This is an optimization exercise on Yosys and OpenROAD, whose aim is small area, not a production implementation.
Function was checked by simulation only, so behaviour that the tests miss may differ from the original.
Power figures rest on the tool's default switching activity, not on a simulated workload.

`flow/run.sh`:
```
#!/bin/bash
# synth_recipe.tcl (not shown) runs the flow's synth.tcl, then flattens the netlist and writes it again
# the make line also repeats each setting of config.mk as NAME=value (left out here)
make -C /OpenROAD-flow-scripts/flow DESIGN_CONFIG=/design/flow/config.mk WORK_HOME=/design/flow/orfs CLKGATE_MAP_FILE= SYNTH_SCRIPT=/design/flow/synth_recipe.tcl finish
```
`flow/config.mk`:
```
export PLATFORM = sky130hd
export DESIGN_NAME = reg_file
export DESIGN_NICKNAME = reg_file
export VERILOG_FILES = /design/flow/design.v
export SDC_FILE = /design/flow/constraint.sdc
export NUM_CORES = 4
export LEC_CHECK = 0
export CAP_MARGIN = 20
export CORE_MARGIN = 2
export CORE_UTILIZATION = 40
export SLEW_MARGIN = 20
```
`flow/constraint.sdc`:
```
create_clock -name core_clock -period 6.0 [get_ports {i_clk}]
set_input_delay 1.2000 -clock core_clock [delete_from_list [all_inputs] [get_ports {i_clk}]]
set_output_delay 1.2000 -clock core_clock [all_outputs]
set_load 0.01 [all_outputs]
```
`flow/design.v`:
```
package reg_file_pkg;
  localparam int DATA_W = 32;
  localparam int ADDR_W = 5;
  localparam logic [ADDR_W-1:0] REG_ZERO = 5'd0;
  localparam logic [ADDR_W-1:0] REG_SP   = 5'd29;
  localparam logic [ADDR_W-1:0] REG_RA   = 5'd31;
endpackage
module reg_file_rport
#(
  parameter int DW = reg_file_pkg::DATA_W,
  parameter int AW = reg_file_pkg::ADDR_W
) (
  input  logic [AW-1:0]          i_raddr,
  input  logic [(2**AW)*DW-1:0]  i_regs,
  input  logic                   i_we,
  input  logic [AW-1:0]          i_waddr,
  input  logic [DW-1:0]          i_wdata,
  output logic [DW-1:0]          o_rdata
);
  always_comb begin
    o_rdata = i_regs[i_raddr*DW +: DW];
    if (i_raddr == '0) begin
      o_rdata = '0;
    end
  end
  logic unused_bypass;
  assign unused_bypass = ^{i_we, i_waddr, i_wdata};
endmodule
module reg_file
#(
  parameter int DATA_W = reg_file_pkg::DATA_W,
  parameter int ADDR_W = reg_file_pkg::ADDR_W
) (
  input  logic              i_clk,
  input  logic              i_rst,
  input  logic [ADDR_W-1:0] i_raddr_a,
  input  logic [ADDR_W-1:0] i_raddr_b,
  input  logic              i_we,
  input  logic [ADDR_W-1:0] i_waddr,
  input  logic [DATA_W-1:0] i_wdata,
  output logic [DATA_W-1:0] out_a,
  output logic [DATA_W-1:0] out_b,
  output logic [31:0]       wr_cnt
);
  localparam int DEPTH = 2**ADDR_W;
  logic [DEPTH*DATA_W-1:0] regs_q;
  logic [DEPTH*DATA_W-1:0] regs_d;
  logic [31:0]             wr_cnt_q, wr_cnt_d;
  logic                    wr_valid;
  assign wr_valid = i_we && (i_waddr != reg_file_pkg::REG_ZERO);
  always_comb begin
    regs_d   = regs_q;
    wr_cnt_d = wr_cnt_q;
    if (wr_valid) begin
      regs_d[i_waddr*DATA_W +: DATA_W] = i_wdata;
      wr_cnt_d                         = wr_cnt_q + 32'd1;
    end
  end
  always_ff @(posedge i_clk or posedge i_rst) begin
    if (i_rst) begin
      regs_q   <= '0;
      wr_cnt_q <= '0;
    end else begin
      regs_q   <= regs_d;
      wr_cnt_q <= wr_cnt_d;
    end
  end
  assign wr_cnt = wr_cnt_q;
  reg_file_rport #(.DW(DATA_W), .AW(ADDR_W)) u_rport_a (
    .i_raddr (i_raddr_a),
    .i_regs  (regs_q),
    .i_we    (i_we),
    .i_waddr (i_waddr),
    .i_wdata (i_wdata),
    .o_rdata (out_a)
  );
  reg_file_rport #(.DW(DATA_W), .AW(ADDR_W)) u_rport_b (
    .i_raddr (i_raddr_b),
    .i_regs  (regs_q),
    .i_we    (i_we),
    .i_waddr (i_waddr),
    .i_wdata (i_wdata),
    .o_rdata (out_b)
  );
endmodule
```
==> run summary, run 1 <==
Synth-to-Final Area Change = 14.33%
clock period minus worst slack = 5.486 ns
Pre-antenna DRT Iters = 7
Final GP Congestion = 0.8272
Cell Rows = 137
sequential share of the synthesized area = 47.15%
Layout Skew = 0.01300 ns
Setup crit end kind = output port
Hold Path End = regs_q[15]$_DFFE_PP0P_
dpl cells = 5456
worst-path fanout max = 45
hpwl dp = 110400 µm
Syn Area/Cell = 15.27 µm²
CP Launch Type = input port
total CTS buffers = 118
Yosys warnings = 2
Worst path max stage delay = 0.69 ns
CP Buf/Inv Count = 5
CTS tree = yes
asr flop ratio synth = 100.0%
Non-Filler Instances = 5680
Longest Clk Path Bufs = 3
flop-to-flop setup slack = 4.15 ns
H-tree levels = 3
Slowest-stage cell, CP = a2111oi_1
Flop pwr share = 43.5%
largest net degree at the start of global routing = 144
Max Cap Viol = 0
cts hold-fix bufs = 0
Pleak = 27.53 nW
most frequent cells in the layout = 1056 x dfrtp_1, 1032 x mux2_2, 512 x mux4_2, 142 x buf_4, 123 x clkbuf_16
CORE AREA = 0.1394 mm²
worst r2r src = wr_cnt_q[18]$_DFFE_PP0P_
# IOs = 146
most common cell after layout, fill and taps aside = dfrtp_1
Critical Path AT = 4.29 ns
clk slew on worst S/H paths = 0.06 ns
GRT Util Overall = 24.94%
critical path's most frequent cell = buf_4
Slew @ Worst Pin = 1.089 ns
Root Buffer = clkbuf_16
setup_tns = 0 ns
RSZ-0062 raised after global routing = false
R2R cell count = 5
Gate Count Post-Synth = 3670
Gate power share = 23.8%
fin crit share = 91.43%
Crit path max-delay family = buffers and inverters
ratio of cells with drive above 1 in the final layout = 52.76%
internal power = 17.02 mW
Fmax achieved = 182.3 MHz
outcome = timing/DRC/antenna clean
Levels on crit path = 10
Final nets = 3753
worst-path cell chain = buf_8 > buf_4 > buf_4 > mux4_2 > a22oi_1 > nand2_1 > a21oi_1 > a2111oi_1 > buf_4 > clkdlybuf4s50_1
die area = 0.1431 mm²
Post-Route WL = 176500 µm
Via density = 6.176
antenna violations before repair = 9
chip width = 378.3 µm
Max Slew Vio Count = 0
Cell Pwr Density = 367.6 mW/mm²
CP Class = input port to output port
setup violators final = 0
Initial Util = 40.22%
I/O Buffers = 145
1st-iter DRT viols = 2909
Netlist cell types = 53
DR WL/cell = 31.08 µm
gr ovfl total = 0
Die H = 378.3 µm
Hold Path Cell Cnt = 0
number of global-route vias before repair = 36180
DRT antenna net count = 0
Synth Register Bits = 1056
Slew HR = 27.18%
Setup Buffers After CTS = 0
post-CTS sizing = 0
Hold WC Path Type = flop to flop
Clock power frac = 32.7%
Switching Share = 27.76%
first-pass GRT wire length = 260000 µm
r2r endpoint = wr_cnt_q[31]$_DFFE_PP0P_
net count after synthesis = 3723
hold_sp = regs_q[15]$_DFFE_PP0P_
clk sinks = 1056
number of flops mapped to enable cells by yosys = 0
worst vdd ir = 0.2422 mV
Synth Cell Area = 0.05605 mm²
via count = 35080
worst skew pair latency = 0.73 ns
data required time at the worst endpoint = 4.80 ns
P_sw = 6.538 mW
endpoints failing hold = 0
most frequently used flop master after synthesis = dfrtp_1
drc violations = 0
==> power by group through the flow <==
stage          sequential, mW  clock, mW  combinational, mW
2_1_floorplan            9.94          0               4.23
3_3_place_gp             10.2          0               5.55
3_5_place_dp             10.3          0               5.63
4_1_cts                  10.2       7.85               5.65
5_1_grt                  10.5       8.14               5.97
6_report                 10.3       7.70               5.60
==> Yosys cell counts, types with 2 or more instances <==
cell       number  area (µm²)
a2111oi_0      15       131.4
a211oi_1       15       112.6
a21o_1          9       67.56
a21oi_1        64       320.3
a221oi_1       27       236.5
a22oi_1        46       345.3
a31oi_1        31       193.9
and2_1          6       37.54
and3_1         10       62.56
and4_1          5       43.79
buf_1          25       93.84
buf_2         143       715.7
buf_4          21       157.7
buf_6           9       101.4
clkbuf_1      219       822.0
dfrtp_1      1056       26430
ha_1            3       37.54
inv_1           6       22.52
mux2_1         47       529.3
mux2_2       1032       11620
mux2i_1        92       920.9
mux4_2        512       11530
nand2_1        70       262.8
nand2_2         2       12.51
nand2b_1        5       31.28
nand3_1        16       80.08
nand4_1        14       87.58
nor2_1         40       150.1
nor2_2          2       12.51
nor2b_1        25       156.4
nor3_1          5       25.02
nor3_4          2       32.53
nor4_1          5       31.28
o21ai_0        42       210.2
or2_2           2       12.51
xnor2_1        21       183.9
xor2_1         10       87.58
==> stage by stage <==
| step | instance area, µm² | hold WS (ns) | total power, mW | util, % | setup slack [ns] |
|---|---|---|---|---|---|
| 5_1_grt | 64080 | 0.4082 | 24.60 | 45.98 | 0.4043 |
| 3_5_place_dp | 60020 | 0.3833 | 15.95 | 43.06 | 0.4152 |
| 6_report | 64080 | 0.3935 | 23.56 | 45.98 | 0.5145 |
| 2_1_floorplan | 56050 | 0.4413 | 14.17 | - | -9.762 |
| 3_3_place_gp | 60030 | 0.3789 | 15.77 | 43.07 | 0.1023 |
| 4_1_cts | 64160 | 0.3971 | 23.70 | 46.04 | 0.4150 |
==> registers in the layout (all words and copies together) (netlist names) <==
register  cells
regs_q     1024
wr_cnt_q     32
==> worst reg2reg max path, delay by kind of cell (launching register included) <==
family / cells / cell delay, ns
AND/OR/NAND/NOR: 4 / 1.14
flip-flops: 1 / 0.45
XOR/XNOR: 1 / 0.17
==> worst max path at each step <==
| stage | startpoint | slack [ns] | endpoint |
|---|---|---|---|
| after floorplan | i_rst | -9.76 | regs_q[0]$_DFFE_PP0P_ |
| after global placement | i_raddr_b[0] | 0.10 | out_b[26] |
| after detailed placement | i_raddr_b[0] | 0.42 | out_b[26] |
| after CTS | i_raddr_b[0] | 0.41 | out_b[26] |
| after global routing | i_raddr_b[0] | 0.40 | out_b[26] |
| final | i_raddr_b[2] | 0.51 | out_b[26] |
==> cells by family (layout without fill, tap and decap cells) <==
family / after synthesis / in the layout / synth area share, %
other: 0 / 2 / 0
AOI/OAI and AO/OA: 254 / 254 / 2.965
and+or+nand+nor: 220 / 220 / 2.031
muxes: 1683 / 1683 / 43.89
buffers and inverters: 423 / 555 / 3.413
DFF: 1056 / 1056 / 47.15
adders and majority gates: 3 / 3 / 0.06698
xor gates and xnor gates: 31 / 31 / 0.4844
==> layer usage <==
| layer | wire length [µm] | global-route usage (%) |
|---|---|---|
| met1 | 75820 | 34.61 |
| met2 | 83630 | 39.49 |
| met3 | 11210 | 4.455 |
| met4 | 5822 | 8.652 |
| met5 | 32 | 0 |
==> area by class of cell <==
class	count	area, µm²
Multi-Input combinational cell	2191	27920
Sequential cell	1056	26430
Clock buffer	174	3590
Clock inverter	48	556.8
Tap cell	1876	2347
Timing Repair Buffer	327	3218
Antenna cell	2	5.005
Fill cell	12160	75280
Inverter	6	26.28
==> run 2, diff against run 1 <==
==> flow/design.v (replaced) <==
package reg_file_pkg;
  localparam int DATA_W = 32;
  localparam int ADDR_W = 5;
  localparam logic [ADDR_W-1:0] REG_ZERO = 5'd0;
  localparam logic [ADDR_W-1:0] REG_SP   = 5'd29;
  localparam logic [ADDR_W-1:0] REG_RA   = 5'd31;
endpackage
module reg_file_rport
#(
  parameter int DW = reg_file_pkg::DATA_W
) (
  input  logic [30:0]      i_sel,    
  input  logic [31*DW-1:0] i_regs,   
  output logic [DW-1:0]    o_rdata
);
  for (genvar b = 0; b < DW; b++) begin : g_bit
    logic [9:0] nhit;   
    for (genvar k = 0; k < 10; k++) begin : g_tri
      reg_file_aoi222 u_tri (
        .a1 (i_sel[3*k]),   .a2 (i_regs[(3*k)*DW + b]),
        .b1 (i_sel[3*k+1]), .b2 (i_regs[(3*k+1)*DW + b]),
        .c1 (i_sel[3*k+2]), .c2 (i_regs[(3*k+2)*DW + b]),
        .y  (nhit[k])
      );
    end
    reg_file_rcomb u_comb (
      .i_nhit (nhit),
      .i_sel  (i_sel[30]),
      .i_reg  (i_regs[30*DW + b]),
      .o_y    (o_rdata[b])
    );
  end
endmodule
module reg_file_aoi222 (
  input  logic a1, a2, b1, b2, c1, c2,
  output logic y
);
  assign y = ~((a1 & a2) | (b1 & b2) | (c1 & c2));
endmodule
module reg_file_rcomb (
  input  logic [9:0] i_nhit,
  input  logic       i_sel,
  input  logic       i_reg,
  output logic       o_y
);
  assign o_y = ~(&i_nhit) | (i_sel & i_reg);
endmodule
module reg_file
#(
  parameter int DATA_W = reg_file_pkg::DATA_W,
  parameter int ADDR_W = reg_file_pkg::ADDR_W
) (
  input  logic              i_clk,
  input  logic              i_rst,
  input  logic [ADDR_W-1:0] i_raddr_a,
  input  logic [ADDR_W-1:0] i_raddr_b,
  input  logic              i_we,
  input  logic [ADDR_W-1:0] i_waddr,
  input  logic [DATA_W-1:0] i_wdata,
  output logic [DATA_W-1:0] out_a,
  output logic [DATA_W-1:0] out_b,
  output logic [31:0]       wr_cnt
);
  localparam int DEPTH = 2**ADDR_W;
  logic [(DEPTH-1)*DATA_W-1:0] regs_q;          
  logic [DEPTH-1:1]            wsel;            
  logic [DEPTH-1:1]            valid_q;         
  logic [DEPTH-2:0]            sel_a, sel_b;    
  logic [31:0]                 wr_cnt_q;
  logic                        wr_valid;
  assign wr_valid = i_we && (i_waddr != reg_file_pkg::REG_ZERO);
  for (genvar g = 1; g < DEPTH; g++) begin : g_reg
    logic [DATA_W-1:0] data_q;
    logic              valid;
    assign wsel[g] = i_we && (i_waddr == g);
    always_ff @(posedge i_clk) begin
      if (wsel[g]) data_q <= i_wdata;
    end
    always_ff @(posedge i_clk or posedge i_rst) begin
      if (i_rst)        valid <= 1'b0;
      else if (wsel[g]) valid <= 1'b1;
    end
    assign regs_q[(g-1)*DATA_W +: DATA_W] = data_q;
    assign valid_q[g]  = valid;
    assign sel_a[g-1]  = valid && (i_raddr_a == g);
    assign sel_b[g-1]  = valid && (i_raddr_b == g);
  end
  always_ff @(posedge i_clk or posedge i_rst) begin
    if (i_rst)         wr_cnt_q <= '0;
    else if (wr_valid) wr_cnt_q <= wr_cnt_q + 32'd1;
  end
  assign wr_cnt = wr_cnt_q;
  reg_file_rport #(.DW(DATA_W)) u_rport_a (
    .i_sel   (sel_a),
    .i_regs  (regs_q),
    .o_rdata (out_a)
  );
  reg_file_rport #(.DW(DATA_W)) u_rport_b (
    .i_sel   (sel_b),
    .i_regs  (regs_q),
    .o_rdata (out_b)
  );
endmodule
--- a/flow/config.mk
+++ b/flow/config.mk
@@ -7,5 +7,8 @@
 export LEC_CHECK = 0
 export CAP_MARGIN = 20
 export CORE_MARGIN = 2
-export CORE_UTILIZATION = 40
+export CORE_UTILIZATION = 50
+export SETUP_SLACK_MARGIN = 0.2
 export SLEW_MARGIN = 20
+export SYNTH_HIERARCHICAL = 1
+export SYNTH_MINIMUM_KEEP_SIZE = 0
==> run 2 against run 1 <==
  * Clock power fell by 12%
  * Routed wire length shrank 6.6%
  * Highest routed layer unchanged
  * Die area shrank 41%
  * Final cell count shrank 33%
  * Critical endpoint is now out_b[25]
  * Sequential power shrank 19%
  * Total power down 31%
  * Synthesized cell count is 40% lower
  * Via count shrank 12%
  * Sequential share of layout area increased by 22 points
  * Clock skew fell by 0.0091 ns
  * Flip-flop and latch count down 1
==> run summary, run 2 <==
post-synth top area share = 72.21% (+25 points)
worst r2r src = wr_cnt_q[0]$_DFFE_PP0P_
Flop pwr share = 51.2% (+7.7 points)
first-pass GRT wire length = 225900 µm (-13%)
I/O Buffers = 145 (unchanged)
CP Launch Type = input port
clk slew on worst S/H paths = 0.06 ns (about the same)
setup_tns = 0 ns (unchanged)
Yosys warnings = 7 (+5)
fill count = 5976 (-51%)
data required time at the worst endpoint = 4.80 ns (about the same)
Fmax achieved = 170.2 MHz (-6.6%)
flop-to-flop setup slack = 4.09 ns (-0.06 ns)
Critical Path AT = 4.68 ns (+0.39 ns)
die area = 0.08482 mm² (-41%)
DRT antenna net count = 0 (unchanged)
largest registers = g.data_q x992, wr_cnt_q x32, g.valid x31
asr flop ratio synth = 5.972% (-94 points)
antenna violations before repair = 5 (-4)
Gate Count Post-Synth = 2220 (-40%)
hpwl dp = 97990 µm (-11%)
Pre-antenna DRT Iters = 13 (+6)
dpl cells = 3587 (-34%)
Core Util, Final = 60.62% (+15 points)
Max Cap Viol = 0 (unchanged)
via count = 31000 (-12%)
Clock power frac = 41.7% (+9.0 points)
Synth Area in Simple Gates = 5.814% (+3.8 points)
Max Slew Vio Count = 0 (unchanged)
internal power = 12.65 mW (-26%)
Synth Cell Area = 0.04125 mm² (-26%)
1st-iter DRT viols = 7696 (+160%)
# IOs = 146 (unchanged)
r2r endpoint = wr_cnt_q[28]$_DFFE_PP0P_
chip width = 291.2 µm (-23%)
Synth-to-Final Area Change = 20.26%
H-tree levels = 3 (unchanged)
worst skew pair latency = 0.66 ns (-0.07 ns)
max FFs per register = 992 (-3.1%)
Hold Path Cell Cnt = 1 (+1)
clk sinks = 1055 (-0.095%)
Cell Pwr Density = 327.8 mW/mm² (-11%)
drc violations = 0 (unchanged)
Yosys top cell by area = edfxtp_1
CORE AREA = 0.08185 mm² (-41%)
Final GP Congestion = 0.9356 (+13%)
worst vdd ir = 0.3395 mV (+40%)
DR WL/cell = 43.54 µm (+40%)
Final nets = 2679 (-29%)
net count after synthesis = 2271 (-39%)
hold_sp = g_reg[29].valid$_DFFE_PP0P_
Switching Share = 22.23% (-5.5 points)
Pleak = 16.37 nW (-41%)
P_sw = 3.615 mW (-45%)
GRT Util Overall = 38.04% (+13 points)
Slew HR = 18.79% (-8.4 points)
Synth Register Bits = 1055 (-0.095%)
top cells by instance count after synthesis = 992 x edfxtp_1, 640 x a222oi_1, 137 x nand4_1
Cell Rows = 105 (-23%)
gr ovfl total = 0 (unchanged)
Layout Skew = 0.003873 ns (-0.009126 ns)
Non-Filler Instances = 3788 (-33%)
Netlist cell types = 40 (-25%)
CTS tree = yes
largest net degree at the start of global routing = 64 (-56%)
Seq. cell area = 0.03137 mm² (+19%)
number of flops mapped to enable cells by yosys = 992 (+992)
RSZ-0062 raised after global routing = true
Gate power share = 7.1% (-17 points)
number of global-route vias before repair = 30480 (-16%)
Most flops, register = g.data_q
R2R cell count = 5 (unchanged)
Synth Area in XOR/XNOR = 0.6582% (+0.17 points)
multi-input logic area = 0.01019 mm² (-64%)
Longest Clk Path Bufs = 3 (unchanged)
most common cell after layout, fill and taps aside = edfxtp_1
CP Class = input port to output port
setup violators final = 0 (unchanged)
fin crit share = 97.93% (+6.5 points)
Compound-Gate Fraction of Synth Area = 17.37% (+14 points)
Hold WC Path Type = flop to flop
most used standard cell by instance count after synthesis = edfxtp_1
synthesized-area fraction occupied by adder cells = 0.03033% (-0.037 points)
main combinational cell family by area after synthesis = compound AO/OA/AOI/OAI gates
ratio of cells with drive above 1 in the final layout = 17.36% (-35 points)
outcome = timing/DRC/antenna clean
Syn Area/Cell = 18.58 µm² (+22%)
most frequently used flop master after synthesis = edfxtp_1
largest cells by area after synthesis = edfxtp_1 72%, a222oi_1 16%, dfrtp_1 3.8%, nand4_1 2.1%, a2111o_1 1.7%
clock period minus worst slack = 5.876 ns (+0.3903 ns)
Hold Path End = g_reg[29].valid$_DFFE_PP0P_
Via density = 8.184 (+33%)
most frequent cells in the layout = 992 x edfxtp_1, 640 x a222oi_1, 137 x nand4_1, 121 x clkdlybuf4s50_1, 111 x clkbuf_16
sequential share of the synthesized area = 76.03% (+29 points)
Die H = 291.2 µm (-23%)
total CTS buffers = 107 (-9.3%)
mux share of post-synthesis cell area = 0% (-44 points)
Setup crit end kind = output port
worst-path fanout max = 12 (-73%)
endpoints failing hold = 0 (unchanged)
Root Buffer = clkbuf_16
Initial Util = 50.40% (+10 points)
Post-Route WL = 164900 µm (-6.6%)
Slew @ Worst Pin = 1.215 ns (+0.1264 ns)
run 2: worst max path at each step:
stage | cells past startpoint | from | to | slack, ns
2_1_floorplan | 3 | i_waddr[4] | g_reg[20].data_q[0]$_DFFE_PP_ | 1.78
3_3_place_gp | 9 | i_raddr_a[3] | out_a[25] | 0.11
3_5_place_dp | 9 | i_raddr_a[3] | out_a[25] | 0.11
4_1_cts | 9 | i_raddr_a[0] | out_a[25] | 0.20
5_1_grt | 9 | i_raddr_b[2] | out_b[25] | 0.15
6_report | 8 | i_raddr_b[1] | out_b[25] | 0.12
run 2: stage by stage:
| step | hold WS (ns) | power [mW] | cell area (µm²) | setup slack, ns |
|---|---|---|---|---|
| final | 0.4825 | 16.27 | 49610 | 0.1242 |
| after global routing | 0.4905 | 16.63 | 49600 | 0.1476 |
| after CTS | 0.4814 | 16.28 | 49610 | 0.2011 |
| after detailed placement | 0.4658 | 9.610 | 46050 | 0.1084 |
| after global placement | 0.4591 | 9.589 | 46040 | 0.1144 |
| after floorplan | 0.4455 | 8.864 | 41250 | 1.776 |
run 2: Yosys stat by module (local to each module, per instance), excerpt:
module / flops+latches / times used
reg_file: 1055 / 1
reg_file_aoi222: 0 / 640
reg_file_rcomb: 0 / 64
run 2: area by class of cell:
class,count,area share [%]
Antenna cell,5,0.02522
Clock buffer,134,5.813
Clock inverter,60,1.347
Inverter,1,0.007566
Multi-Input combinational cell,1159,20.53
Sequential cell,1055,63.22
Tap cell,1070,2.698
Timing Repair Buffer,304,6.355
run 2: critical path, stage by stage:
cell,delay [ns]
clkdlybuf4s50_1,0.61
nor3b_1,0.63
and3_2,0.75
buf_4,0.24
a222oi_1,0.09
nand4_1,0.28
a2111o_1,0.24
clkdlybuf4s50_1,0.63
run 2: logic make-up (layout without fill, tap and decap cells):
family | count (synthesis) | after routing
XOR/XNOR | 31 | 31
AO/OA/AOI/OAI | 706 | 706
buffers and inverters | 6 | 499
flip-flops | 1055 | 1055
other | 0 | 5
adder cells (fa/ha/maj) | 1 | 1
AND/OR/NAND/NOR | 421 | 421
run 2: power by group through the flow:
| stage | clock network (mW) | logic, mW | registers [mW] |
|---|---|---|---|
| after floorplan | 0 | 0.415 | 8.45 |
| after global placement | 0 | 1.11 | 8.47 |
| after detailed placement | 0 | 1.13 | 8.48 |
| after CTS | 6.82 | 1.13 | 8.33 |
| after global routing | 7.10 | 1.19 | 8.34 |
| final | 6.78 | 1.16 | 8.33 |
run 2: what timing repair did:
| action | CTS | global route |
|---|---|---|
| pin swaps | 1 | 2 |
| setup endpoints to repair | 1 | 14 |
| cloned | 0 | 0 |
| hold buffers | 0 | 0 |
| gates resized for setup | 2 | 11 |
| buffers inserted | 0 | 0 |
run 2: routing by layer:
| metal | GRT usage [%] | vias to the layer above | wire, µm |
|---|---|---|---|
| met5 | 0 | - | 26 |
| met4 | 22.48 | 4 | 11300 |
| met3 | 13.76 | 561 | 27690 |
| met2 | 54.28 | 3196 | 69670 |
| met1 | 50.19 | 15450 | 56240 |
| li1 | - | 11790 | - |
==> run 3, diff against run 2 <==
--- a/flow/config.mk
+++ b/flow/config.mk
@@ -8,6 +8,7 @@
 export CAP_MARGIN = 20
 export CORE_MARGIN = 2
 export CORE_UTILIZATION = 50
+export CTS_BUF_LIST = sky130_fd_sc_hd__clkbuf_4 sky130_fd_sc_hd__clkbuf_8
 export SETUP_SLACK_MARGIN = 0.2
 export SLEW_MARGIN = 20
 export SYNTH_HIERARCHICAL = 1
==> run 3 against run 2 <==
  * Synthesized area unchanged
  * Global-route usage increased by 0.34 points
  * Sequential power about the same
  * Non-clock buffer count decreased by 1
  * Sequential share of layout area increased by 0.30 points
  * Register-to-register slack about the same
  * Total power decreased by 3.7%
  * Clock-buffer cell count increased by 83
  * Clock power decreased by 9.0%
  * Critical path type unchanged
  * Critical endpoint is now out_a[25]
==> run summary, run 3 <==
Max Slew Vio Count = 0 (unchanged)
# IOs = 146 (unchanged)
most frequent cells in the layout = 992 x edfxtp_1, 640 x a222oi_1, 173 x clkbuf_8, 137 x nand4_1, 121 x clkdlybuf4s50_1
total CTS buffers = 170 (+59%)
RSZ-0062 raised after global routing = true
CORE AREA = 0.08185 mm² (unchanged)
CP Class = input port to output port
Via density = 8.065 (-1.4%)
Seq. cell area = 0.03137 mm² (unchanged)
Pleak = 16.42 nW (+0.30%)
Slew HR = 17.35% (-1.4 points)
clk sinks = 1055 (unchanged)
Fmax achieved = 168.4 MHz (-1.0%)
Initial Util = 50.40% (unchanged)
number of global-route vias before repair = 31190 (+2.3%)
mux share of post-synthesis cell area = 0% (unchanged)
Slowest-stage cell, CP = clkdlybuf4s50_1
Synth Register Bits = 1055 (unchanged)
net count after synthesis = 2271 (unchanged)
worst vdd ir = 0.1997 mV (-41%)
drc violations = 0 (unchanged)
synthesized-area fraction occupied by adder cells = 0.03033% (unchanged)
Critical Path AT = 4.74 ns (+0.06 ns)
GRT Util Overall = 38.38% (+0.34 points)
Synth Area in Simple Gates = 5.814% (unchanged)
die area = 0.08482 mm² (unchanged)
Hold Path Cell Cnt = 1 (unchanged)
Slew @ Worst Pin = 1.237 ns (+0.02153 ns)
asr flop ratio synth = 5.972% (unchanged)
clock period minus worst slack = 5.938 ns (+0.06173 ns)
Netlist cell types = 40 (unchanged)
fin crit share = 98.96% (+1.0 points)
DR WL/cell = 42.52 µm (-2.3%)
outcome = timing/DRC/antenna clean
hpwl dp = 97990 µm (unchanged)
worst-path fanout max = 14 (+2)
chip width = 291.2 µm (unchanged)
clk slew on worst S/H paths = 0.06 ns (about the same)
Worst path max stage delay = 0.56 ns (-0.19 ns)
CTS tree = yes
Hold WC Path Type = flop to flop
first-pass GRT wire length = 227400 µm (+0.67%)
top cells by instance count after synthesis = 992 x edfxtp_1, 640 x a222oi_1, 137 x nand4_1
Final Instance Area = 0.04937 mm² (-0.48%)
setup_tns = 0 ns (unchanged)
Most flops, register = g.data_q
ratio of cells with drive above 1 in the final layout = 20.41% (+3.0 points)
max FFs per register = 992 (unchanged)
Levels on crit path = 8 (unchanged)
largest net degree at the start of global routing = 64 (unchanged)
I/O Buffers = 145 (unchanged)
Cell Rows = 105 (unchanged)
dpl ws = 0.1084 ns (unchanged)
Longest Clk Path Bufs = 3 (unchanged)
1st-iter DRT viols = 7620 (-0.99%)
Synth Area in XOR/XNOR = 0.6582% (unchanged)
R2R cell count = 5 (unchanged)
data required time at the worst endpoint = 4.80 ns (about the same)
Final nets = 2741 (+2.3%)
Max Cap Viol = 0 (unchanged)
gr ovfl total = 0 (unchanged)
most common cell after layout, fill and taps aside = edfxtp_1
Die H = 291.2 µm (unchanged)
antenna violations before repair = 9 (+4)
setup violators final = 0 (unchanged)
most frequently used flop master after synthesis = edfxtp_1
Layout Skew = 0.004063 ns (+0.0001903 ns)
Yosys warnings = 7 (unchanged)
most used standard cell by instance count after synthesis = edfxtp_1
fin worst setup slack = 0.06246 ns (-0.06173 ns)
endpoints failing hold = 0 (unchanged)
Final GP Congestion = 0.9356 (unchanged)
PnR Total Power = 15.67 mW (-3.7%)
H-tree levels = 4 (+1)
multi-input logic area = 0.01017 mm² (-0.15%)
Synth-to-Final Area Change = 19.69%
sequential share of the synthesized area = 76.03% (unchanged)
DRT antenna net count = 0 (unchanged)
Yosys top cell by area = edfxtp_1
worst-path cell chain = clkdlybuf4s50_1 > and3_1 > and3_2 > buf_4 > a222oi_1 > nand4_1 > a2111o_1 > clkdlybuf4s50_1
number of flops mapped to enable cells by yosys = 992 (unchanged)
largest cells by area after synthesis = edfxtp_1 72%, a222oi_1 16%, dfrtp_1 3.8%, nand4_1 2.1%, a2111o_1 1.7%
largest registers = g.data_q x992, wr_cnt_q x32, g.valid x31
Setup crit end kind = output port
critical path's most frequent cell = clkdlybuf4s50_1
Crit path max-delay family = buffers and inverters
Syn Area/Cell = 18.58 µm² (unchanged)
Compound-Gate Fraction of Synth Area = 17.37% (unchanged)
Root Buffer = clkbuf_8
via count = 31540 (+1.7%)
Placed Area = 0.04605 mm² (unchanged)
Gate Count Post-Synth = 2220 (unchanged)
fill count = 6065 (+1.5%)
Pre-antenna DRT Iters = 13 (unchanged)
post-synth top area share = 72.21% (unchanged)
Synth Cell Area = 0.04125 mm² (unchanged)
Post-Route WL = 166300 µm (+0.82%)
CP Buf/Inv Count = 3 (unchanged)
worst skew pair latency = 0.83 ns (+0.17 ns)
CP Launch Type = input port
main combinational cell family by area after synthesis = compound AO/OA/AOI/OAI gates
Cell Pwr Density = 317.3 mW/mm² (-3.2%)
-- run 3: what timing repair did --
action / CTS / global route
buffers inserted: 0 / 0
pin swaps: 1 / 3
resized for setup: 3 / 6
setup endpoints to repair: 2 / 16
hold endpoints to repair: 0 / 0
hold buffers: 0 / 0
-- run 3: worst reg2reg max path, stage by stage (launching register included) --
cell,delay (ns)
dfrtp_1,0.49
ha_1,0.31
nand4_4,0.15
nor4b_4,0.48
nand4_1,0.19
xnor2_1,0.16
-- run 3: where the power goes --
group | internal (mW) | switching (mW) | total (mW)
logic | 0.448 | 0.715 | 1.16
clock network | 3.22 | 2.96 | 6.17
registers | 8.21 | 0.119 | 8.33
total | 11.9 | 3.79 | 15.7
-- run 3: logic make-up after synthesis --
logic type,count (synthesis)
simple gates,421
xor+xnor,31
fa+ha+maj,1
flops,1055
buf+inv,6
compound gates,706
-- run 3: layout make-up --
cell class | count | area share (%)
diodes | 8 | 0.04055
clock buffers | 217 | 5.491
clock inverters | 97 | 1.303
inverters | 1 | 0.007602
multi-input cells | 1159 | 20.60
flip-flops and latches | 1055 | 63.52
well taps | 1070 | 2.711
repair buffers | 303 | 6.320
-- run 3: metrics by stage --
stage          util (%)  std cells  hold slack (ns)
3_3_place_gp      56.26       3586           0.4591
3_5_place_dp      56.26       3587           0.4658
4_1_cts           60.37       3901           0.4810
5_1_grt           60.31       3904           0.4923
2_1_floorplan         -       2220           0.4455
6_report          60.33       3910           0.4782
-- run 3: worst paths after layout --
check | startpoint | end | slack, ns
max in group asynchronous | i_rst | wr_cnt_q[20]$_DFFE_PP0P_ | 4.49
worst max-delay path | i_raddr_a[4] | out_a[25] | 0.06
worst min register to register | g_reg[29].valid$_DFFE_PP0P_ | g_reg[29].valid$_DFFE_PP0P_ | 0.48
worst min-delay path | g_reg[29].valid$_DFFE_PP0P_ | g_reg[29].valid$_DFFE_PP0P_ | 0.48
worst max register to register | wr_cnt_q[0]$_DFFE_PP0P_ | wr_cnt_q[28]$_DFFE_PP0P_ | 4.09
min in group asynchronous | i_rst | g_reg[7].valid$_DFFE_PP0P_ | 0.89
-- run 3: layer usage --
metal | wire (µm) | global-route usage [%] | up-vias
met4 | 11760 | 23.24 | 6
met5 | 41 | 0 | -
met1 | 56670 | 49.97 | 15700
met3 | 27930 | 14.79 | 635
li1 | - | - | 11970
met2 | 69870 | 54.55 | 3228
-- run 3: Yosys stat by module (local to each module, per instance), a selection --
module           cells  flops+latches  cell area (µm²)  copies in the design
reg_file          1324           1055            33090                     1
reg_file_rcomb       4              0            27.53                    64
reg_file_aoi222      1              0            10.01                   640
==> run 4, diff against run 3 <==
==> flow/flow/run.sh (new file) <==
#!/bin/bash
# Layout flow: the standard ORFS flow (standard.sh, unchanged synthesis) with three
# changes to how the layout is made:
#  - ports are buffered with buf_1 instead of the default delay-buffer cell,
#  - clock tree synthesis inserts no dummy loads,
#  - the global-route stage recovers area/power on paths with positive slack.
# Each tool's full output goes to make.log here; ORFS's own per-step logs stay under orfs/logs.
set -euo pipefail
bash standard.sh \
  "BUFFER_PORTS_ARGS=-buffer_cell sky130_fd_sc_hd__buf_1" \
  "CTS_ARGS=-sink_clustering_enable -repair_clock_nets -dont_use_dummy_load" \
  "RECOVER_POWER=100" \
  finish > make.log 2>&1
==> flow/standard.sh (new file) <==
#!/bin/bash
# synth_recipe.tcl (not shown) runs the flow's synth.tcl, then flattens the netlist and writes it again
# the make line also repeats each setting of config.mk as NAME=value (left out here)
make -C /OpenROAD-flow-scripts/flow DESIGN_CONFIG=/design/flow/config.mk WORK_HOME=/design/flow/orfs CLKGATE_MAP_FILE= SYNTH_SCRIPT=/design/flow/synth_recipe.tcl "${@:-finish}"
==> flow/config.mk (replaced) <==
export PLATFORM = sky130hd
export DESIGN_NAME = reg_file
export DESIGN_NICKNAME = reg_file
export VERILOG_FILES = /design/flow/design.v
export SDC_FILE = /design/flow/constraint.sdc
export NUM_CORES = 4
export LEC_CHECK = 0
export CAP_MARGIN = 20
export CORE_MARGIN = 2
export CORE_UTILIZATION = 55
export SLEW_MARGIN = 20
export SYNTH_HIERARCHICAL = 1
export SYNTH_MINIMUM_KEEP_SIZE = 0
removed: flow/run.sh
==> run 4 against run 3 <==
  * The layout now fails its checks (capacitance limit, slew limit)
  * Clock-buffer cell count fell by 111
  * Die area fell by 9.0%
  * Sequential share of layout area rose by 3.5 points
  * Hold slack got worse by 0.00056 ns
  * Flip-flop and latch count did not move
  * Sequential power barely moved
  * Combinational power fell by 15%
  * Total power fell by 4.8%
  * Synthesized area did not move
==> run summary, run 4 <==
largest registers = g.data_q x992, wr_cnt_q x32, g.valid x31
Max Cap Viol = 53 (+53)
ratio of cells with drive above 1 in the final layout = 10.75% (-9.7 points)
number of global-route vias before repair = 30440 (-2.4%)
Compound-Gate Fraction of Synth Area = 17.37% (unchanged)
worst-path fanout max = 18 (+4)
Yosys top cell by area = edfxtp_1
DRT antenna net count = 0 (unchanged)
Critical Path AT = 6.01 ns (+1.27 ns)
gr ovfl total = 0 (unchanged)
Max Slew Vio Count = 1147 (+1147)
# IOs = 146 (unchanged)
first-pass GRT wire length = 228500 µm (+0.49%)
number of flops mapped to enable cells by yosys = 992 (unchanged)
Layout Skew = 0.008980 ns (+0.004917 ns)
clk slew on worst S/H paths = 0.06 ns (about the same)
Setup Buffers After CTS = 0 (unchanged)
GRT Util Overall = 43.15% (+4.8 points)
CP Launch Type = input port
Gate Count Post-Synth = 2220 (unchanged)
Cell Pwr Density = 318.6 mW/mm² (+0.43%)
Synth Area in Simple Gates = 5.814% (unchanged)
1st-iter DRT viols = 8298 (+8.9%)
most common cell after layout, fill and taps aside = edfxtp_1
worst vdd ir = 0.2295 mV (+15%)
largest cells by area after synthesis = edfxtp_1 72%, a222oi_1 16%, dfrtp_1 3.8%, nand4_1 2.1%, a2111o_1 1.7%
Slew HR = -140.6% (-160 points)
I/O Buffers = 145 (unchanged)
most frequent cells in the layout = 992 x edfxtp_1, 640 x a222oi_1, 137 x nand4_1, 113 x buf_1, 106 x clkbuf_16
Root Buffer = clkbuf_16
Pleak = 15.10 nW (-8.0%)
Netlist cell types = 40 (unchanged)
Synth Area in XOR/XNOR = 0.6582% (unchanged)
Final nets = 2649 (-3.4%)
Final GP Congestion = 0.9513 (+1.7%)
top cells by instance count after synthesis = 992 x edfxtp_1, 640 x a222oi_1, 137 x nand4_1
Pre-antenna DRT Iters = 14 (+1)
max FFs per register = 992 (unchanged)
chip width = 277.9 µm (-4.6%)
total CTS buffers = 106 (-38%)
layout check faults = capacitance limit, slew limit
Cell Rows = 100 (-4.8%)
Hold WC Path Type = flop to flop
PnR Total Power = 14.92 mW (-4.8%)
endpoints failing hold = 0 (unchanged)
synthesized-area fraction occupied by adder cells = 0.03033% (unchanged)
net count after synthesis = 2271 (unchanged)
drc violations = 0 (unchanged)
worst skew pair latency = 0.64 ns (-0.19 ns)
data required time at the worst endpoint = 6.24 ns (+1.44 ns)
largest net degree at the start of global routing = 64 (unchanged)
Slew @ Worst Pin = 3.596 ns (+2.359 ns)
antenna violations before repair = 14 (+5)
main combinational cell family by area after synthesis = compound AO/OA/AOI/OAI gates
Syn Area/Cell = 18.58 µm² (unchanged)
RSZ-0062 raised after global routing = false
Yosys warnings = 7 (unchanged)
Die H = 277.9 µm (-4.6%)
Most flops, register = g.data_q
CP Class = input port to flop
fill count = 5414 (-11%)
asr flop ratio synth = 5.972% (unchanged)
hpwl dp = 101600 µm (+3.7%)
Synth-to-Final Area Change = 13.49%
clk sinks = 1055 (unchanged)
die area = 0.07721 mm² (-9.0%)
Synth Register Bits = 1055 (unchanged)
outcome = failed layout checks
Synth Cell Area = 0.04125 mm² (unchanged)
sequential share of the synthesized area = 76.03% (unchanged)
H-tree levels = 3 (-1)
Longest Clk Path Bufs = 3 (unchanged)
DR WL/cell = 47.55 µm (+12%)
Initial Util = 55.51% (+5.1 points)
clock period minus worst slack = 5.773 ns (-0.1650 ns)
CTS tree = yes
cts hold-fix bufs = 0 (unchanged)
Via density = 8.794 (+9.0%)
CORE AREA = 0.07432 mm² (-9.2%)
Post-Route WL = 169900 µm (+2.2%)
fin crit share = 96.21% (-2.7 points)
via count = 31420 (-0.36%)
setup violators final = 0 (unchanged)
most frequently used flop master after synthesis = edfxtp_1
Fmax achieved = 173.2 MHz (+2.9%)
setup_tns = 0 ns (unchanged)
Setup crit end kind = flop
most used standard cell by instance count after synthesis = edfxtp_1
mux share of post-synthesis cell area = 0% (unchanged)
post-CTS sizing = 0 (-3)
post-synth top area share = 72.21% (unchanged)
run 4: cell types whose count changed in the layout (fill, tap and decap cells not counted), sizes merged:
cell	delta
clkdlybuf4s50	-121
buf	+1
bufinv	-5
clkinvlp	-1
inv	-11
clkbuf	-19
clkinv	-80
run 4: per-module statistics from Yosys, one instance, submodules excluded, a selection:
module	flip-flops and latches	area, µm²	cells inside	times used
reg_file	1055	33090	1324	1
reg_file_aoi222	0	10.01	1	640
reg_file_rcomb	0	27.53	4	64
run 4: cells by family (layout without fill, tap and decap cells):
| group | after synthesis | count (layout) |
|---|---|---|
| simple gates | 421 | 421 |
| other cells | 0 | 8 |
| xor+xnor | 31 | 31 |
| fa+ha+maj | 1 | 1 |
| flops | 1055 | 1055 |
| buf+inv | 6 | 382 |
| compound gates | 706 | 706 |
run 4: report_power, final:
part,switching (mW),internal (mW),leakage [nW]
Clock,2.52,3.07,1.31
Combinational,0.700,0.285,4.07
Sequential,0.120,8.22,9.73
run 4: metrics by stage:
stage	hold slack [ns]	setup WS (ns)	util, %	instances	instance area, µm²
2_1_floorplan	0.4455	1.776	-	2220	41250
3_3_place_gp	0.4587	0.9709	60.01	3454	44600
3_5_place_dp	0.4663	0.9566	60.08	3457	44650
4_1_cts	0.4827	0.9447	63.65	3563	47300
5_1_grt	0.4914	0.4192	62.98	3568	46810
6_report	0.4776	0.2274	62.99	3573	46820
run 4: final timing paths:
path / from / end / slack (ns) / cells after the start
setup / recovery: i_waddr[1] / g_reg[30].data_q[2]$_DFFE_PP_ / 0.23 / 4
min in group asynchronous: i_rst / g_reg[20].valid$_DFFE_PP0P_ / 1.92 / 3
hold / removal: wr_cnt_q[31]$_DFFE_PP0P_ / wr_cnt_q[31]$_DFFE_PP0P_ / 0.48 / 1
setup reg to reg: wr_cnt_q[0]$_DFFE_PP0P_ / wr_cnt_q[24]$_DFFE_PP0P_ / 3.36 / 5
max in group asynchronous: i_rst / g_reg[14].valid$_DFFE_PP0P_ / 2.06 / 3
hold reg to reg: wr_cnt_q[31]$_DFFE_PP0P_ / wr_cnt_q[31]$_DFFE_PP0P_ / 0.48 / 1
run 4: worst max-delay path, stage by stage:
cell	delay [ns]
clkbuf_1	0.53
nand2b_2	0.21
nor2_1	2.65
clkbuf_1	1.34
run 4: final cells by class:
| type | instances | area, µm² | share of cell area (%) |
|---|---|---|---|
| multi-input cells | 1159 | 9906 | 21.16 |
| inverters | 1 | 3.754 | 0.008017 |
| repair buffers | 275 | 1659 | 3.544 |
| flip-flops and latches | 1055 | 31370 | 66.99 |
| diodes | 8 | 20.02 | 0.04276 |
| well taps | 969 | 1212 | 2.590 |
| clock buffers | 106 | 2653 | 5.666 |
run 4: per-layer routing:
metal  track usage, %  vias up  part of all wire (%)
met5           0.8755        -                  0.15
met4            25.20       20                   7.1
met2            61.37     3537                    42
met3            19.35      756                    18
met1            54.70    15450                    33
li1                 -    11660                     -
==> run 5, diff against run 4 <==
==> flow/flow/run.sh (replaced) <==
#!/bin/bash
# Layout flow: the standard ORFS flow (standard.sh, unchanged synthesis) with two
# changes to how the layout is made:
#  - ports are buffered with buf_1 instead of the default delay-buffer cell,
#  - clock tree synthesis inserts no dummy loads.
# make's full output goes to make.log here; ORFS's own per-step logs stay under orfs/logs.
set -euo pipefail
bash standard.sh \
  "BUFFER_PORTS_ARGS=-buffer_cell sky130_fd_sc_hd__buf_1" \
  "CTS_ARGS=-sink_clustering_enable -repair_clock_nets -dont_use_dummy_load" \
  finish > make.log 2>&1
--- a/flow/config.mk
+++ b/flow/config.mk
@@ -8,6 +8,7 @@
 export CAP_MARGIN = 20
 export CORE_MARGIN = 2
 export CORE_UTILIZATION = 55
+export SETUP_SLACK_MARGIN = 0.1
 export SLEW_MARGIN = 20
 export SYNTH_HIERARCHICAL = 1
 export SYNTH_MINIMUM_KEEP_SIZE = 0
==> run 5 against run 4 <==
  * The run now finishes clean
  * Utilization is 0.76 points higher
  * Critical path type is now input port to output port
  * Final cell count hardly changed
  * Flip-flop and latch count stayed put
  * Largest cell class unchanged
  * Worst setup slack better by 0.45 ns
  * Die area stayed put
  * Combinational power hardly changed
  * Clock skew is 0.00060 ns higher
==> run summary, run 5 <==
sequential share of the synthesized area = 76.03% (unchanged)
gr ovfl total = 0 (unchanged)
Synth-to-Final Area Change = 14.87%
ratio of cells with drive above 1 in the final layout = 15.10% (+4.4 points)
worst skew pair latency = 0.64 ns (about the same)
Synth Cell Area = 0.04125 mm² (unchanged)
# IOs = 146 (unchanged)
Max Slew Vio Count = 0 (-100%)
Worst path max stage delay = 1.03 ns (-1.62 ns)
Pre-antenna DRT Iters = 11 (-3)
worst-path fanout max = 32 (+14)
RSZ-0062 raised after global routing = false
chip width = 277.9 µm (unchanged)
Yosys warnings = 7 (unchanged)
most common cell after layout, fill and taps aside = edfxtp_1
CP Class = input port to output port
CORE AREA = 0.07432 mm² (unchanged)
critical path's most frequent cell = buf_1
H-tree levels = 3 (unchanged)
largest registers = g.data_q x992, wr_cnt_q x32, g.valid x31
worst hold slack = 0.4776 ns (+0.00005300 ns)
Die H = 277.9 µm (unchanged)
Cell Pwr Density = 315.0 mW/mm² (-1.1%)
largest cells by area after synthesis = edfxtp_1 72%, a222oi_1 16%, dfrtp_1 3.8%, nand4_1 2.1%, a2111o_1 1.7%
worst vdd ir = 0.2274 mV (-0.95%)
Fmax achieved = 187.9 MHz (+8.4%)
data required time at the worst endpoint = 4.80 ns (-1.44 ns)
fin crit share = 88.72% (-7.5 points)
Crit path max-delay family = simple AND/OR/NAND/NOR gates
drc violations = 0 (unchanged)
DR WL/cell = 47.56 µm (about the same)
Via density = 8.807 (+0.15%)
post-synth top area share = 72.21% (unchanged)
Syn Area/Cell = 18.58 µm² (unchanged)
hpwl dp = 101600 µm (unchanged)
Final nets = 2649 (unchanged)
Synth Register Bits = 1055 (unchanged)
top cells by instance count after synthesis = 992 x edfxtp_1, 640 x a222oi_1, 137 x nand4_1
post-CTS sizing = 0 (unchanged)
Slowest-stage cell, CP = and3_2
asr flop ratio synth = 5.972% (unchanged)
setup violators final = 0 (unchanged)
Critical Path AT = 4.12 ns (-1.89 ns)
first-pass GRT wire length = 228500 µm (unchanged)
Cell Rows = 100 (unchanged)
Setup Buffers After CTS = 0 (unchanged)
net count after synthesis = 2271 (unchanged)
fill count = 5310 (-1.9%)
Layout Skew = 0.009583 ns (+0.0006027 ns)
Longest Clk Path Bufs = 3 (unchanged)
setup_tns = 0 ns (unchanged)
Pleak = 15.44 nW (+2.3%)
most frequently used flop master after synthesis = edfxtp_1
Hold WC Path Type = flop to flop
Post-Route WL = 170000 µm (about the same)
max FFs per register = 992 (unchanged)
cts hold-fix bufs = 0 (unchanged)
Setup crit end kind = output port
via count = 31480 (+0.18%)
clk slew on worst S/H paths = 0.06 ns (about the same)
Netlist cell types = 40 (unchanged)
die area = 0.07721 mm² (unchanged)
CP Launch Type = input port
number of global-route vias before repair = 30440 (unchanged)
Gate Count Post-Synth = 2220 (unchanged)
Root Buffer = clkbuf_16
Initial Util = 55.51% (unchanged)
most frequent cells in the layout = 992 x edfxtp_1, 640 x a222oi_1, 137 x nand4_1, 127 x buf_1, 106 x clkbuf_16
largest net degree at the start of global routing = 64 (unchanged)
multi-input logic area = 0.01015 mm² (+2.5%)
I/O Buffers = 145 (unchanged)
clk sinks = 1055 (unchanged)
number of flops mapped to enable cells by yosys = 992 (unchanged)
worst-path cell chain = buf_1 > nor3b_1 > and3_2 > a222oi_1 > nand4_1 > a2111o_1 > buf_1
Most flops, register = g.data_q
Max Cap Viol = 0 (-100%)
DRT antenna net count = 0 (unchanged)
Final GP Congestion = 0.9513 (unchanged)
outcome = timing/DRC/antenna clean
most used standard cell by instance count after synthesis = edfxtp_1
Slew @ Worst Pin = 1.299 ns (-2.297 ns)
antenna violations before repair = 13 (-1)
clock period minus worst slack = 5.323 ns (-0.4493 ns)
CP Buf/Inv Count = 2 (unchanged)
1st-iter DRT viols = 8634 (+4.0%)
Seq. cell area = 0.03137 mm² (unchanged)
endpoints failing hold = 0 (unchanged)
total CTS buffers = 106 (unchanged)
GRT Util Overall = 43.15% (unchanged)
Yosys top cell by area = edfxtp_1
Slew HR = 13.37% (+150 points)
CTS tree = yes
## run 5: cell counts after synthesis
Identical to the previous run, type by type.
## run 5: final timing paths
check | cells past startpoint | startpoint | slack, ns | end
setup / recovery | 7 | i_raddr_b[2] | 0.68 | out_b[9]
setup reg to reg | 5 | wr_cnt_q[0]$_DFFE_PP0P_ | 4.06 | wr_cnt_q[24]$_DFFE_PP0P_
hold / removal | 1 | wr_cnt_q[31]$_DFFE_PP0P_ | 0.48 | wr_cnt_q[31]$_DFFE_PP0P_
hold reg to reg | 1 | wr_cnt_q[31]$_DFFE_PP0P_ | 0.48 | wr_cnt_q[31]$_DFFE_PP0P_
max in group asynchronous | 3 | i_rst | 4.66 | g_reg[14].valid$_DFFE_PP0P_
min in group asynchronous | 3 | i_rst | 0.78 | g_reg[24].valid$_DFFE_PP0P_
## run 5: routing by layer
layer / GRT usage [%] / up-vias / wire length, µm
met5: 0.8755 / - / 127
met1: 54.70 / 15500 / 55120
met2: 61.37 / 3584 / 71600
li1: - / 11650 / -
met4: 25.20 / 14 / 11300
met3: 19.35 / 728 / 31840
## run 5: worst reg2reg max path, stage by stage, from the launching register on
cell	delay, ns
dfrtp_1	0.49
ha_1	0.33
nand4_4	0.16
nor4b_4	0.48
nand3_1	0.19
xnor2_1	0.17
## run 5: logic make-up (layout without fill, tap and decap cells)
logic type,Yosys count,in the layout,share of synthesized area [%]
AND/OR/NAND/NOR,421,421,5.814
other,0,9,0
XOR/XNOR,31,31,0.6582
flip-flops,1055,1055,76.03
buffers and inverters,6,382,0.09703
AO/OA/AOI/OAI,706,706,17.37
adder cells (fa/ha/maj),1,1,0.03032
## run 5: power breakdown
part,internal (mW),leakage [nW],switching (mW)
Clock,3.07,1.31,2.51
Combinational,0.297,4.41,0.709
Sequential,8.21,9.73,0.121
## run 5: final cells by class
cell class	instances	share of cell area, %
Antenna cell	9	0.04753
Clock buffer	106	5.598
Inverter	1	0.007921
Multi-Input combinational cell	1159	21.42
Sequential cell	1055	66.19
Tap cell	969	2.559
Timing Repair Buffer	275	4.177
## run 5: Yosys stat by module, one instance, submodules excluded, a selection
| module | copies in the design | cells inside |
|---|---|---|
| reg_file_aoi222 | 640 | 1 |
| reg_file | 1 | 1324 |
| reg_file_rcomb | 64 | 4 |
## run 5: stage by stage
step | total power [mW] | cell area (µm²) | cells | worst slack, ns | utilization [%]
6_report | 14.93 | 47390 | 3574 | 0.6767 | 63.76
5_1_grt | 15.24 | 47370 | 3568 | 0.6938 | 63.74
4_1_cts | 14.88 | 47300 | 3563 | 0.9447 | 63.65
3_5_place_dp | 9.432 | 44650 | 3457 | 0.9566 | 60.08
3_3_place_gp | 9.405 | 44600 | 3454 | 0.9709 | 60.01
2_1_floorplan | 8.864 | 41250 | 2220 | 1.776 | -
==> run 6, diff against run 5 <==
==> flow/flow/run.sh (replaced) <==
#!/bin/bash
# Layout flow: the standard ORFS flow (standard.sh, unchanged synthesis) with these
# changes to how the layout is made:
#  - ports are buffered with buf_1 instead of the default delay-buffer cell,
#  - clock tree synthesis uses clkbuf_16 with larger sink clusters and inserts no dummy loads.
# make's full output goes to make.log here; ORFS's own per-step logs stay under orfs/logs.
set -euo pipefail
bash standard.sh \
  "BUFFER_PORTS_ARGS=-buffer_cell sky130_fd_sc_hd__buf_1" \
  "CTS_ARGS=-sink_clustering_enable -repair_clock_nets -dont_use_dummy_load -buf_list sky130_fd_sc_hd__clkbuf_16 -sink_clustering_size 25 -sink_clustering_max_diameter 80" \
  finish > make.log 2>&1
--- a/flow/config.mk
+++ b/flow/config.mk
@@ -8,6 +8,7 @@
 export CAP_MARGIN = 20
 export CORE_MARGIN = 2
 export CORE_UTILIZATION = 55
+export GPL_TIMING_DRIVEN = 0
 export SETUP_SLACK_MARGIN = 0.1
 export SLEW_MARGIN = 20
 export SYNTH_HIERARCHICAL = 1
==> run 6 against run 5 <==
  * Still clean on timing, DRC and antenna
  * Via count fell by 2.1%
  * First-iteration DRC count decreased by 5.6%
  * Total power fell by 13%
  * Die area is the same
  * Utilization shrank 0.24 points
  * Combinational power about the same
  * Hold slack improved by 0.0043 ns
  * Critical path depth is 2 higher
  * Final area fell by 0.37%
  * Synthesized cell count is the same
  * Fmax is 1.7% lower
  * Critical endpoint is now out_a[20]
==> run summary, run 6 <==
outcome = timing/DRC/antenna clean
worst skew pair latency = 0.65 ns (about the same)
P_sw = 3.022 mW (-9.6%)
die area = 0.07721 mm² (unchanged)
endpoints failing hold = 0 (unchanged)
setup_tns = 0 ns (unchanged)
worst-path fanout max = 19 (-41%)
DR WL/cell = 47.01 µm (-1.2%)
Post-Route WL = 165100 µm (-2.9%)
most frequent cells in the layout = 992 x edfxtp_1, 640 x a222oi_1, 137 x nand4_1, 112 x buf_1, 79 x nand2_1
hpwl dp = 103100 µm (+1.5%)
number of flops mapped to enable cells by yosys = 992 (unchanged)
first-pass GRT wire length = 223400 µm (-2.3%)
via count = 30810 (-2.1%)
data required time at the worst endpoint = 4.80 ns (about the same)
I/O Buffers = 143 (-1.4%)
Placed Area = 0.04592 mm² (+2.8%)
Slew HR = 35.69% (+22 points)
largest cells by area after synthesis = edfxtp_1 72%, a222oi_1 16%, dfrtp_1 3.8%, nand4_1 2.1%, a2111o_1 1.7%
largest net degree at the start of global routing = 34 (-47%)
CP Class = input port to output port
Synth Register Bits = 1055 (unchanged)
RSZ-0062 raised after global routing = false
Final Instance Area = 0.04721 mm² (-0.37%)
Max Cap Viol = 0 (unchanged)
Pleak = 15.06 nW (-2.5%)
flop-to-flop setup slack = 4.17 ns (+0.11 ns)
chip width = 277.9 µm (unchanged)
Syn Area/Cell = 18.58 µm² (unchanged)
net count after synthesis = 2271 (unchanged)
R2R cell count = 5 (unchanged)
Root Buffer = clkbuf_16
cts hold-fix bufs = 0 (unchanged)
Netlist cell types = 40 (unchanged)
Longest Clk Path Bufs = 3 (unchanged)
ratio of cells with drive above 1 in the final layout = 13.62% (-1.5 points)
post-synth top area share = 72.21% (unchanged)
Flop pwr share = 64.0% (+8.2 points)
Most flops, register = g.data_q
drc violations = 0 (unchanged)
Setup Buffers After CTS = 0 (unchanged)
CTS tree = yes
Synth-to-Final Area Change = 14.44%
r2r endpoint = wr_cnt_q[24]$_DFFE_PP0P_
internal power = 9.971 mW (-14%)
GRT Util Overall = 41.86% (-1.3 points)
Final GP Congestion = 0.8537 (-10%)
Hold WC Path Type = flop to flop
Fmax achieved = 184.6 MHz (-1.7%)
Clock power frac = 28.1% (-9.3 points)
Initial Util = 55.51% (unchanged)
worst vdd ir = 0.2527 mV (+11%)
fin crit share = 90.27% (+1.6 points)
clk slew on worst S/H paths = 0.08 ns (+0.02 ns)
top cells by instance count after synthesis = 992 x edfxtp_1, 640 x a222oi_1, 137 x nand4_1
# IOs = 146 (unchanged)
max FFs per register = 992 (unchanged)
Hold Path Cell Cnt = 1 (unchanged)
Gate Count Post-Synth = 2220 (unchanged)
Cell Pwr Density = 275.2 mW/mm² (-13%)
antenna violations before repair = 13 (unchanged)
CP Launch Type = input port
Slew @ Worst Pin = 0.9647 ns (-0.3348 ns)
DRT antenna net count = 0 (unchanged)
setup violators final = 0 (unchanged)
Critical Path AT = 4.22 ns (+0.10 ns)
total CTS buffers = 49 (-54%)
Synth Cell Area = 0.04125 mm² (unchanged)
asr flop ratio synth = 5.972% (unchanged)
Yosys warnings = 7 (unchanged)
Switching Share = 23.26% (+0.85 points)
Gate power share = 7.9% (+1.2 points)
Max Slew Vio Count = 0 (unchanged)
Yosys top cell by area = edfxtp_1
dpl cells = 3452 (-0.14%)
number of global-route vias before repair = 30010 (-1.4%)
most common cell after layout, fill and taps aside = edfxtp_1
gr ovfl total = 0 (unchanged)
Final nets = 2586 (-2.4%)
H-tree levels = 2 (-1)
Die H = 277.9 µm (unchanged)
clock period minus worst slack = 5.416 ns (+0.09324 ns)
1st-iter DRT viols = 8154 (-5.6%)
worst r2r src = wr_cnt_q[4]$_DFFE_PP0P_
PnR Total Power = 12.99 mW (-13%)
most frequently used flop master after synthesis = edfxtp_1
CORE AREA = 0.07432 mm² (unchanged)
Cell Rows = 100 (unchanged)
most used standard cell by instance count after synthesis = edfxtp_1
Hold Path End = wr_cnt_q[31]$_DFFE_PP0P_
Pre-antenna DRT Iters = 14 (+3)
Non-Filler Instances = 3511 (-1.8%)
largest registers = g.data_q x992, wr_cnt_q x32, g.valid x31
post-CTS sizing = 0 (unchanged)
Setup crit end kind = output port
sequential share of the synthesized area = 76.03% (unchanged)
clk sinks = 1055 (unchanged)
Via density = 8.776 (-0.36%)
Layout Skew = 0.02497 ns (+0.01539 ns)
hold_sp = wr_cnt_q[31]$_DFFE_PP0P_
run 6: cell counts after synthesis:
No cell type changed its count.
run 6: worst max-delay path, cell delays in order:
cell and delay (ns):
buf_1 0.28, nor2b_1 0.37, nor2b_1 0.40, and3_2 0.83, buf_16 0.25, a222oi_1 0.09, nand4_1 0.24, a2111o_1 0.19
buf_1 0.33
run 6: power by group through the flow:
stage | clock network (mW) | registers (mW) | logic, mW
2_1_floorplan | 0 | 8.45 | 0.415
3_3_place_gp | 0 | 8.46 | 0.894
3_5_place_dp | 0 | 8.47 | 0.979
4_1_cts | 3.66 | 8.31 | 0.982
5_1_grt | 3.90 | 8.33 | 1.04
6_report | 3.65 | 8.31 | 1.03
run 6: cells by family after synthesis:
group	after synthesis	share of synthesized area, %
flip-flops	1055	76.03
AO/OA/AOI/OAI	706	17.37
AND/OR/NAND/NOR	421	5.814
XOR/XNOR	31	0.6582
buffers and inverters	6	0.09703
adder cells (fa/ha/maj)	1	0.03032
run 6: layout make-up:
| type | instances | area (µm²) |
|---|---|---|
| multi-input combinational | 1159 | 10250 |
| antenna | 9 | 22.52 |
| tap | 969 | 1212 |
| buffer | 5 | 36.28 |
| fill | 5286 | 27110 |
| inverter | 1 | 6.256 |
| sequential | 1055 | 31370 |
| timing repair buffer | 264 | 3089 |
| clock buffer | 49 | 1226 |
run 6: layer usage:
metal  GRT usage (%)  part of all wire (%)  vias to the layer above
met5          0.4378                 0.033                        -
met4           22.66                   6.5                        8
met3           17.94                    18                      668
met2           59.92                    42                     3309
met1           54.11                    33                    15320
li1                -                     -                    11510
run 6: modules after synthesis (local to each module, per instance), excerpt:
module	cells	copies in the design
reg_file	1324	1
reg_file_aoi222	1	640
reg_file_rcomb	4	64
run 6: worst max path at each step:
stage | startpoint | endpoint | slack (ns)
global route | i_raddr_a[1] | out_a[4] | 0.61
finish | i_raddr_a[1] | out_a[20] | 0.58
global placement | i_waddr[2] | g_reg[20].valid$_DFFE_PP0P_ | -2.40
CTS | i_raddr_a[1] | out_a[4] | 0.80
detailed placement | i_raddr_a[1] | out_a[4] | 0.81
floorplan | i_waddr[4] | g_reg[20].data_q[0]$_DFFE_PP_ | 1.78
run 6: stage by stage:
| stage | utilization [%] | setup WS [ns] | hold slack (ns) |
|---|---|---|---|
| finish | 63.52 | 0.5835 | 0.4819 |
| global route | 63.51 | 0.6129 | 0.4928 |
| CTS | 63.43 | 0.7977 | 0.4815 |
| global placement | 57.86 | -2.403 | 0.4593 |
| detailed placement | 61.78 | 0.8123 | 0.4635 |
| floorplan | - | 1.776 | 0.4455 |
==> run 7, diff against run 6 <==
==> flow/flow/run.sh (replaced) <==
#!/bin/bash
# Layout flow: the standard ORFS flow (standard.sh, unchanged synthesis) with these
# changes to how the layout is made:
#  - ports are buffered with buf_1 instead of the default delay-buffer cell,
#  - clock tree synthesis uses clkbuf_8 with mid-size sink clusters and inserts no dummy loads.
# make's full output goes to make.log here; ORFS's own per-step logs stay under orfs/logs.
set -euo pipefail
bash standard.sh \
  "BUFFER_PORTS_ARGS=-buffer_cell sky130_fd_sc_hd__buf_1" \
  "CTS_ARGS=-sink_clustering_enable -repair_clock_nets -dont_use_dummy_load -buf_list sky130_fd_sc_hd__clkbuf_8 -sink_clustering_size 16 -sink_clustering_max_diameter 60" \
  finish > make.log 2>&1
--- a/flow/config.mk
+++ b/flow/config.mk
@@ -8,7 +8,6 @@
 export CAP_MARGIN = 20
 export CORE_MARGIN = 2
 export CORE_UTILIZATION = 55
-export GPL_TIMING_DRIVEN = 0
 export SETUP_SLACK_MARGIN = 0.1
 export SLEW_MARGIN = 20
 export SYNTH_HIERARCHICAL = 1
==> run 7 against run 6 <==
  * Still clean
  * Routed wire length rose by 2.5%
  * Fmax rose by 1.1%
  * Final area fell by 2.9%
  * Highest routed layer unchanged
==> run summary, run 7 <==
dpl ws = 0.9566 ns (+0.1443 ns)
H-tree levels = 3 (+1)
Pre-antenna DRT Iters = 12 (-2)
Max Slew Vio Count = 0 (unchanged)
setup_tns = 0 ns (unchanged)
clk sinks = 1055 (unchanged)
max FFs per register = 992 (unchanged)
Max Cap Viol = 0 (unchanged)
Syn Area/Cell = 18.58 µm² (unchanged)
Root Buffer = clkbuf_8
Synth-to-Final Area Change = 11.07%
Longest Clk Path Bufs = 3 (unchanged)
Post-Route WL = 169100 µm (+2.5%)
asr flop ratio synth = 5.972% (unchanged)
worst-path fanout max = 23 (+4)
GRT Util Overall = 42.99% (+1.1 points)
Most flops, register = g.data_q
largest registers = g.data_q x992, wr_cnt_q x32, g.valid x31
antenna violations before repair = 14 (+1)
Hold WC Path Type = flop to flop
largest cells by area after synthesis = edfxtp_1 72%, a222oi_1 16%, dfrtp_1 3.8%, nand4_1 2.1%, a2111o_1 1.7%
fin worst setup slack = 0.6405 ns (+0.05700 ns)
Layout Skew = 0.01936 ns (-0.005612 ns)
top cells by instance count after synthesis = 992 x edfxtp_1, 640 x a222oi_1, 137 x nand4_1
worst-path cell chain = buf_1 > nor3b_1 > and3_2 > buf_4 > a222oi_1 > nand4_1 > a2111o_1 > buf_1
die area = 0.07721 mm² (unchanged)
hpwl dp = 101600 µm (-1.4%)
Final GP Congestion = 0.9513 (+11%)
setup violators final = 0 (unchanged)
most frequent cells in the layout = 992 x edfxtp_1, 640 x a222oi_1, 137 x nand4_1, 127 x buf_1, 94 x buf_4
Slowest-stage cell, CP = and3_2
worst vdd ir = 0.2557 mV (+1.2%)
Yosys top cell by area = edfxtp_1
cts hold-fix bufs = 0 (unchanged)
most common cell after layout, fill and taps aside = edfxtp_1
Via density = 8.777 (about the same)
Gate Count Post-Synth = 2220 (unchanged)
Setup Buffers After CTS = 0 (unchanged)
CP Launch Type = input port
Die H = 277.9 µm (unchanged)
clock period minus worst slack = 5.359 ns (-0.05701 ns)
Synth Register Bits = 1055 (unchanged)
Yosys warnings = 7 (unchanged)
Synth Cell Area = 0.04125 mm² (unchanged)
ratio of cells with drive above 1 in the final layout = 14.21% (+0.59 points)
Slew HR = 15.05% (-21 points)
outcome = timing/DRC/antenna clean
CORE AREA = 0.07432 mm² (unchanged)
sequential share of the synthesized area = 76.03% (unchanged)
Final Instance Area = 0.04582 mm² (-2.9%)
DRT antenna net count = 0 (unchanged)
data required time at the worst endpoint = 4.80 ns (about the same)
most frequently used flop master after synthesis = edfxtp_1
number of global-route vias before repair = 30010 (-0.0033%)
post-synth top area share = 72.21% (unchanged)
largest net degree at the start of global routing = 64 (+88%)
endpoints failing hold = 0 (unchanged)
Netlist cell types = 40 (unchanged)
fin crit share = 89.32% (-0.95 points)
drc violations = 0 (unchanged)
I/O Buffers = 145 (+1.4%)
DR WL/cell = 47.70 µm (+1.5%)
Cell Rows = 100 (unchanged)
gr ovfl total = 0 (unchanged)
Fmax achieved = 186.6 MHz (+1.1%)
first-pass GRT wire length = 227900 µm (+2.0%)
Pleak = 14.71 nW (-2.4%)
Cell Pwr Density = 278.0 mW/mm² (+1.0%)
Setup crit end kind = output port
number of flops mapped to enable cells by yosys = 992 (unchanged)
post-CTS sizing = 0 (unchanged)
run 7: cell counts after synthesis:
No cell type changed its count.
run 7: cells by family after synthesis:
group	after synthesis	share of synthesized area, %
flip-flops	1055	76.03
AO/OA/AOI/OAI	706	17.37
AND/OR/NAND/NOR	421	5.814
XOR/XNOR	31	0.6582
buffers and inverters	6	0.09703
adder cells (fa/ha/maj)	1	0.03032
run 7: worst paths after layout:
kind / cells past startpoint / from / end / slack, ns
max reg2reg: 5 / wr_cnt_q[1]$_DFFE_PP0P_ / wr_cnt_q[28]$_DFFE_PP0P_ / 4.06
max: 8 / i_raddr_b[1] / out_b[16] / 0.64
min reg2reg: 1 / wr_cnt_q[31]$_DFFE_PP0P_ / wr_cnt_q[31]$_DFFE_PP0P_ / 0.49
max in group asynchronous: 3 / i_rst / wr_cnt_q[15]$_DFFE_PP0P_ / 4.72
min in group asynchronous: 3 / i_rst / g_reg[25].valid$_DFFE_PP0P_ / 0.71
min: 1 / wr_cnt_q[31]$_DFFE_PP0P_ / wr_cnt_q[31]$_DFFE_PP0P_ / 0.49
run 7: metal layers:
layer	track usage [%]	vias up	wire length (µm)
met2	61.00	3478	70570
li1	-	11560	-
met1	55.64	15360	55710
met3	17.80	722	30930
met4	25.28	10	11870
met5	0.5003	-	64
run 7: layout make-up:
class                   instances  area (µm²)
fillers                      5472       28500
clock buffers                  79        1087
repair buffers                275        1979
inverters                       1       3.754
well taps                     969        1212
multi-input cells            1159       10150
flip-flops and latches       1055       31370
diodes                          8       20.02
run 7: worst max-delay path, delay by kind of cell:
kind / cells / cell delay [ns]
AO/OA/AOI/OAI: 2 / 0.27
buffers and inverters: 3 / 1.03
AND/OR/NAND/NOR: 3 / 1.64
run 7: report_power, final:
group / switching (mW) / total [mW] / internal [mW]
logic: 0.709 / 1.01 / 0.298
registers: 0.120 / 8.32 / 8.19
clock network: 2.23 / 3.42 / 1.18
run 7: Yosys stat by module, one instance, submodules excluded, excerpt:
module,area [µm²],copies in the design,cells inside,flops+latches
reg_file_rcomb,27.53,64,4,0
reg_file,33090,1,1324,1055
reg_file_aoi222,10.01,640,1,0
run 7: through the flow:
| step | instances | hold WS [ns] | power, mW | util [%] |
|---|---|---|---|---|
| after global placement | 3454 | 0.4587 | 9.405 | 60.01 |
| after CTS | 3536 | 0.4864 | 12.67 | 61.54 |
| after floorplan | 2220 | 0.4455 | 8.864 | - |
| after global routing | 3543 | 0.4957 | 13.02 | 61.64 |
| after detailed placement | 3457 | 0.4663 | 9.432 | 60.08 |
| final | 3546 | 0.4872 | 12.74 | 61.65 |

Setup slack of run 7, layout unchanged: 0.641 ns with ideal ports, 0.582 ns with driving cells assumed (clock clkbuf_16, inputs buf_2), 0.582 ns with port delays also shifted by the 0.780 ns mid clock arrival.
